Source: an optimization exercise on an open RTL-to-GDS flow (aim: small area). Production flows keep margins and buffers that such runs may drop.
Only simulation tests tie the RTL to the original design; equivalence was not proved.
No activity file was given, so power comes from the tool's default toggle rates. The flow treats the clock pin as an ideal source, which a real chip does not have.

==> flow/design.v <==
module i2c_reg_ctrl (
  input  logic       CLK,
  input  logic       Reset,
  input  logic       AddrMatch,
  input  logic       RW,
  input  logic       RxValid,
  input  logic [7:0] RxData,
  input  logic       RdReq,
  input  logic       StopDet,
  output logic [7:0] TxData,
  output logic       TxValid,
  output logic       TransmitPulse,
  output logic [7:0] TransmitCmd,
  output logic       Busy,
  output logic [7:0] Pointer
);
  localparam logic [1:0] IDLE = 2'd0, WADDR = 2'd1, WDATA = 2'd2, READ = 2'd3;
  logic [1:0]  state;
  logic [7:0]  mem [128];   
  logic [1023:0] mem_q;
  logic [15:0] gvalid;
  always_comb for (int r = 0; r < 128; r++) mem[r] = mem_q[r*8 +: 8];
  logic [3:0]  grp;
  logic [2:0]  pos;
  logic        in_range;
  logic        ev;         
  logic        wr;         
  logic        rd;         
  logic [7:0]  grp_sel;
  logic [15:0] gsel;
  logic [7:0]  psel;
  logic [7:0]  bus [8];    
  logic [7:0]  rdata;
  assign grp      = Pointer[6:3];
  assign pos      = Pointer[2:0];
  assign in_range = ~Pointer[7];
  assign ev       = ~AddrMatch;
  assign wr       = ev & RxValid & (state == WDATA) & in_range;
  assign rd       = ev & RdReq & (state == READ);
  assign Busy     = (state != IDLE);
  always_comb begin
    for (int g = 0; g < 16; g++) gsel[g] = (grp == 4'(g));
    for (int p = 0; p < 8; p++)  psel[p] = (pos == 3'(p));
    for (int p = 0; p < 8; p++)  bus[p]  = RxData & {8{psel[p]}};
  end
  for (genvar g = 0; g < 16; g++) begin : g_grp
    logic gwr;
    assign gwr = wr & gsel[g];
    always_ff @(posedge CLK or negedge Reset) begin
      if (!Reset)   gvalid[g] <= 1'b0;
      else if (gwr) gvalid[g] <= 1'b1;
    end
    for (genvar p = 0; p < 8; p++) begin : g_row
      logic we, keep;
      assign we   = gwr & (psel[p] | ~gvalid[g]);
      assign keep = ~(gwr & psel[p]) & ~(gwr & ~gvalid[g]);
      always_ff @(posedge CLK) mem_q[(g*8+p)*8 +: 8] <= (mem_q[(g*8+p)*8 +: 8] & {8{keep}}) | (bus[p] & {8{we}});
    end
  end
  logic [7:0] gout [16];
  always_comb begin
    for (int g = 0; g < 16; g++) gout[g] = mem[g*8 + pos];
    rdata = 8'h00;
    for (int g = 0; g < 16; g++) rdata = rdata | (gout[g] & {8{gsel[g] & gvalid[g] & in_range}});
  end
  assign TransmitCmd = mem[8'h50] & {8{gvalid[8'h50 >> 3]}};
  always_ff @(posedge CLK or negedge Reset) begin
    if (!Reset) begin
      state         <= IDLE;
      Pointer       <= 8'h00;
      TxData        <= 8'h00;
      TxValid       <= 1'b0;
      TransmitPulse <= 1'b0;
    end else begin
      TxValid       <= ev & RdReq;
      TransmitPulse <= ev & RxValid & (state == WDATA) & (Pointer == 8'h50);
      if (ev & RdReq) TxData <= (state == READ) ? rdata : 8'hFF;
      if (ev & RxValid & (state == WADDR))     Pointer <= RxData;
      else if (rd | (ev & RxValid & (state == WDATA))) Pointer <= Pointer + 8'd1;
      if (AddrMatch)                            state <= RW ? READ : WADDR;
      else if (StopDet & (state != IDLE))       state <= IDLE;
      else if (RxValid & (state == WADDR))      state <= WDATA;
    end
  end
endmodule
==> flow/config.mk <==
export PLATFORM = sky130hd
export DESIGN_NAME = i2c_reg_ctrl
export DESIGN_NICKNAME = i2c_reg_ctrl
export VERILOG_FILES = /design/flow/design.v
export SDC_FILE = /design/flow/constraint.sdc
export NUM_CORES = 4
export LEC_CHECK = 0
export CAP_MARGIN = 5
export CORE_MARGIN = 2
export CORE_UTILIZATION = 50
export SLEW_MARGIN = 5
==> flow/constraint.sdc <==
create_clock -name core_clock -period 10.0 [get_ports {CLK}]
set_input_delay 2.0000 -clock core_clock [delete_from_list [all_inputs] [get_ports {CLK}]]
set_output_delay 2.0000 -clock core_clock [all_outputs]
set_load 0.01 [all_outputs]
standard.sh (not shown) runs the stock make flow with config.mk's settings and CLKGATE_MAP_FILE= SYNTH_SCRIPT=/design/flow/synth_recipe.tcl, a recipe that flattens the netlist after the stock synthesis.
==> flow/flow/run.sh <==
#!/bin/bash
# Standard ORFS layout with two changes:
#  * synthesis maps with an area-oriented ABC script (see synth_area.tcl);
#  * CTS uses clkbuf_16 with larger sink clusters and no dummy loads;
#  * ports are buffered with buf_1.
set -euo pipefail
export FLOW_WORK=$(pwd)
export AREA_ABC_SCRIPT=$FLOW_WORK/flow/area.abc
CTS="-sink_clustering_enable -repair_clock_nets -dont_use_dummy_load"
CTS="$CTS -buf_list sky130_fd_sc_hd__clkbuf_16 -sink_clustering_size 24 -sink_clustering_max_diameter 70"
bash standard.sh SYNTH_SCRIPT=$FLOW_WORK/flow/synth_area.tcl synth > synth.log 2>&1
bash standard.sh SYNTH_SCRIPT=$FLOW_WORK/flow/synth_area.tcl "CTS_ARGS=$CTS" "BUFFER_PORTS_ARGS=-buffer_cell sky130_fd_sc_hd__buf_1" finish > layout.log 2>&1
==> flow/flow/area.abc <==
&get -n
&st
&dch
&nf -R 1000
&put
==> flow/flow/synth_area.tcl <==
# The standard flow's synthesis script, with only the ABC mapping script replaced by an
# area-oriented one (no delay target, no buffering or sizing in ABC).
# Flip-flop mapping, flattening and renaming are synth_recipe.tcl's own.
proc abc {args} {
  set i [lsearch -exact $args -script]
  if {$i >= 0} {
    set args [lreplace $args [expr {$i + 1}] [expr {$i + 1}] $::env(AREA_ABC_SCRIPT)]
  }
  yosys abc {*}$args
}
source $::env(FLOW_WORK)/synth_recipe.tcl
Rerun with:
--- a/flow/flow/run.sh
+++ b/flow/flow/run.sh
@@ -1,3 +1,3 @@
 #!/bin/bash
-# Standard ORFS layout with two changes:
+# Standard ORFS layout with these changes:
 #  * synthesis maps with an area-oriented ABC script (see synth_area.tcl);
@@ -9,3 +9,3 @@
 CTS="-sink_clustering_enable -repair_clock_nets -dont_use_dummy_load"
-CTS="$CTS -buf_list sky130_fd_sc_hd__clkbuf_16 -sink_clustering_size 24 -sink_clustering_max_diameter 70"
+CTS="$CTS -buf_list sky130_fd_sc_hd__clkbuf_16 -sink_clustering_size 30 -sink_clustering_max_diameter 80"
 bash standard.sh SYNTH_SCRIPT=$FLOW_WORK/flow/synth_area.tcl synth > synth.log 2>&1
==> flow/flow/area.abc (replaced) <==
&get -n
&st
&dch -x
&nf -R 1000
&put
- CAP_MARGIN: 5 -> 20
- CORE_UTILIZATION: 50 -> 66
- SLEW_MARGIN: 5 -> 20
With this change the flow finished but fails on antenna rules.
Combinational power drops by about 5%.
Maximum frequency climbs by about 6%.
Setup slack improved by 300 ps.
Register-to-register slack improved by 300 ps.
Clock power drops by about 13%.
Utilization climbs by 17 points.
Worst hold slack improved by 5.9 ps.
Rerun with:
==> flow/flow/area.abc (replaced) <==
&get -n
&st
&dch
&nf -R 1000
&put
- CAP_MARGIN: 20 -> 10
- CORE_UTILIZATION: 66 -> 58
- SLEW_MARGIN: 20 -> 10
With this change the flow completed without violations.
Routed wire length climbs by 5.2%.
Sequential power barely changes.
Final area rose by 0.77%.
Combinational power climbs by about 2%.
Rerun with:
--- a/flow/flow/run.sh
+++ b/flow/flow/run.sh
@@ -1,3 +1,3 @@
 #!/bin/bash
-# Standard ORFS layout with these changes:
+# Standard ORFS layout with two changes:
 #  * synthesis maps with an area-oriented ABC script (see synth_area.tcl);
@@ -9,3 +9,3 @@
 CTS="-sink_clustering_enable -repair_clock_nets -dont_use_dummy_load"
-CTS="$CTS -buf_list sky130_fd_sc_hd__clkbuf_16 -sink_clustering_size 30 -sink_clustering_max_diameter 80"
+CTS="$CTS -buf_list sky130_fd_sc_hd__clkbuf_16 -sink_clustering_size 24 -sink_clustering_max_diameter 70"
 bash standard.sh SYNTH_SCRIPT=$FLOW_WORK/flow/synth_area.tcl synth > synth.log 2>&1
- CAP_MARGIN: 10 -> 20
- CORE_UTILIZATION: 58 -> 40
- SLEW_MARGIN: 10 -> 20
The changed run went through all stages and came out clean.
Power rose by 2.3%.
Cell count rose by 6.8%.
Final area rose by 2.1%.
Rerun with:
==> flow/flow/run.sh (replaced) <==
#!/bin/bash
# Standard ORFS layout with two changes:
#  * synthesis maps with an area-oriented ABC script (see synth_area.tcl);
#  * CTS uses clkbuf_8 with larger sink clusters and no dummy loads.
set -euo pipefail
export FLOW_WORK=$(pwd)
export AREA_ABC_SCRIPT=$FLOW_WORK/flow/area.abc
CTS="-sink_clustering_enable -repair_clock_nets -dont_use_dummy_load"
CTS="$CTS -buf_list sky130_fd_sc_hd__clkbuf_16 -sink_clustering_size 30 -sink_clustering_max_diameter 80"
bash standard.sh SYNTH_SCRIPT=$FLOW_WORK/flow/synth_area.tcl synth > synth.log 2>&1
bash standard.sh SYNTH_SCRIPT=$FLOW_WORK/flow/synth_area.tcl "CTS_ARGS=$CTS" finish > layout.log 2>&1
Total power fell by 1.4%.
Clock-buffer cell count fell by 8.
Die area stays the same.
Worst setup slack got worse by 130 ps.
Rerun with:
--- a/flow/flow/run.sh
+++ b/flow/flow/run.sh
@@ -3,3 +3,4 @@
 #  * synthesis maps with an area-oriented ABC script (see synth_area.tcl);
-#  * CTS uses clkbuf_8 with larger sink clusters and no dummy loads.
+#  * CTS uses clkbuf_16 with larger sink clusters and no dummy loads;
+#  * ports are buffered with buf_1.
 set -euo pipefail
@@ -10,2 +11,2 @@
 bash standard.sh SYNTH_SCRIPT=$FLOW_WORK/flow/synth_area.tcl synth > synth.log 2>&1
-bash standard.sh SYNTH_SCRIPT=$FLOW_WORK/flow/synth_area.tcl "CTS_ARGS=$CTS" finish > layout.log 2>&1
+bash standard.sh SYNTH_SCRIPT=$FLOW_WORK/flow/synth_area.tcl "CTS_ARGS=$CTS" "BUFFER_PORTS_ARGS=-buffer_cell sky130_fd_sc_hd__buf_1" finish > layout.log 2>&1
- CAP_MARGIN: 20 -> 10
- CORE_UTILIZATION: 40 -> 58
- SLEW_MARGIN: 20 -> 10
What happened: Critical path depth climbs by 1; setup slack got worse by 110 ps; first-iteration DRC count drops by 7.0%; final cell count drops by 6.3%; design area drops by 2.1%; via count climbs by 0.33%; combinational power drops by about 3%; register-to-register slack got worse by 180 ps.

[re-timing with driven ports]
The flow's constraints put no driver on any port. The routed layouts listed below were extracted and timed again, unchanged, in two steps.
Step 1: set_driving_cell puts a clkbuf_16 on CLK and a buf_2 on each other input, an assumption about the parent block.
Step 2 adds t to the input delays and takes it off the output delays; t is the mean of the earliest and latest rising clock arrival at the registers after step 1. Input paths then give back, and output paths get back, about the clock's delay inside the block.
a / b / c = no drivers / after step 1 / after step 2; a / b = the first two.
| run | t (ns) | slack for setup (ns) | worst hold slack (ns) | clock arrival spread, ns | worst slew at a driven data input, ns |
|---|---|---|---|---|---|
| the first run | 0.725 | 4.819 / 4.819 / 4.796 | 0.455 / 0.455 / 0.455 | 0.062 / 0.062 | 0.03 |
| the second run | 0.697 | 5.123 / 5.123 / 4.788 | 0.461 / 0.461 / 0.461 | 0.062 / 0.062 | 0.03 |
| the third run | 0.710 | 4.850 / 4.850 / 4.550 | 0.458 / 0.458 / 0.458 | 0.045 / 0.045 | 0.03 |
| the fourth run | 0.714 | 5.086 / 5.086 / 4.579 | 0.453 / 0.453 / 0.453 | 0.055 / 0.055 | 0.04 |
| the fifth run | 0.695 | 4.960 / 5.004 / 4.309 | 0.454 / 0.454 / 0.454 | 0.089 / 0.090 | 0.04 |
| the sixth run | 0.710 | 4.850 / 4.850 / 4.550 | 0.458 / 0.458 / 0.458 | 0.045 / 0.045 | 0.03 |
For the fifth run, which loses most, drivers alone change the setup slack by +0.044 ns; drivers and shift together by -0.651 ns.
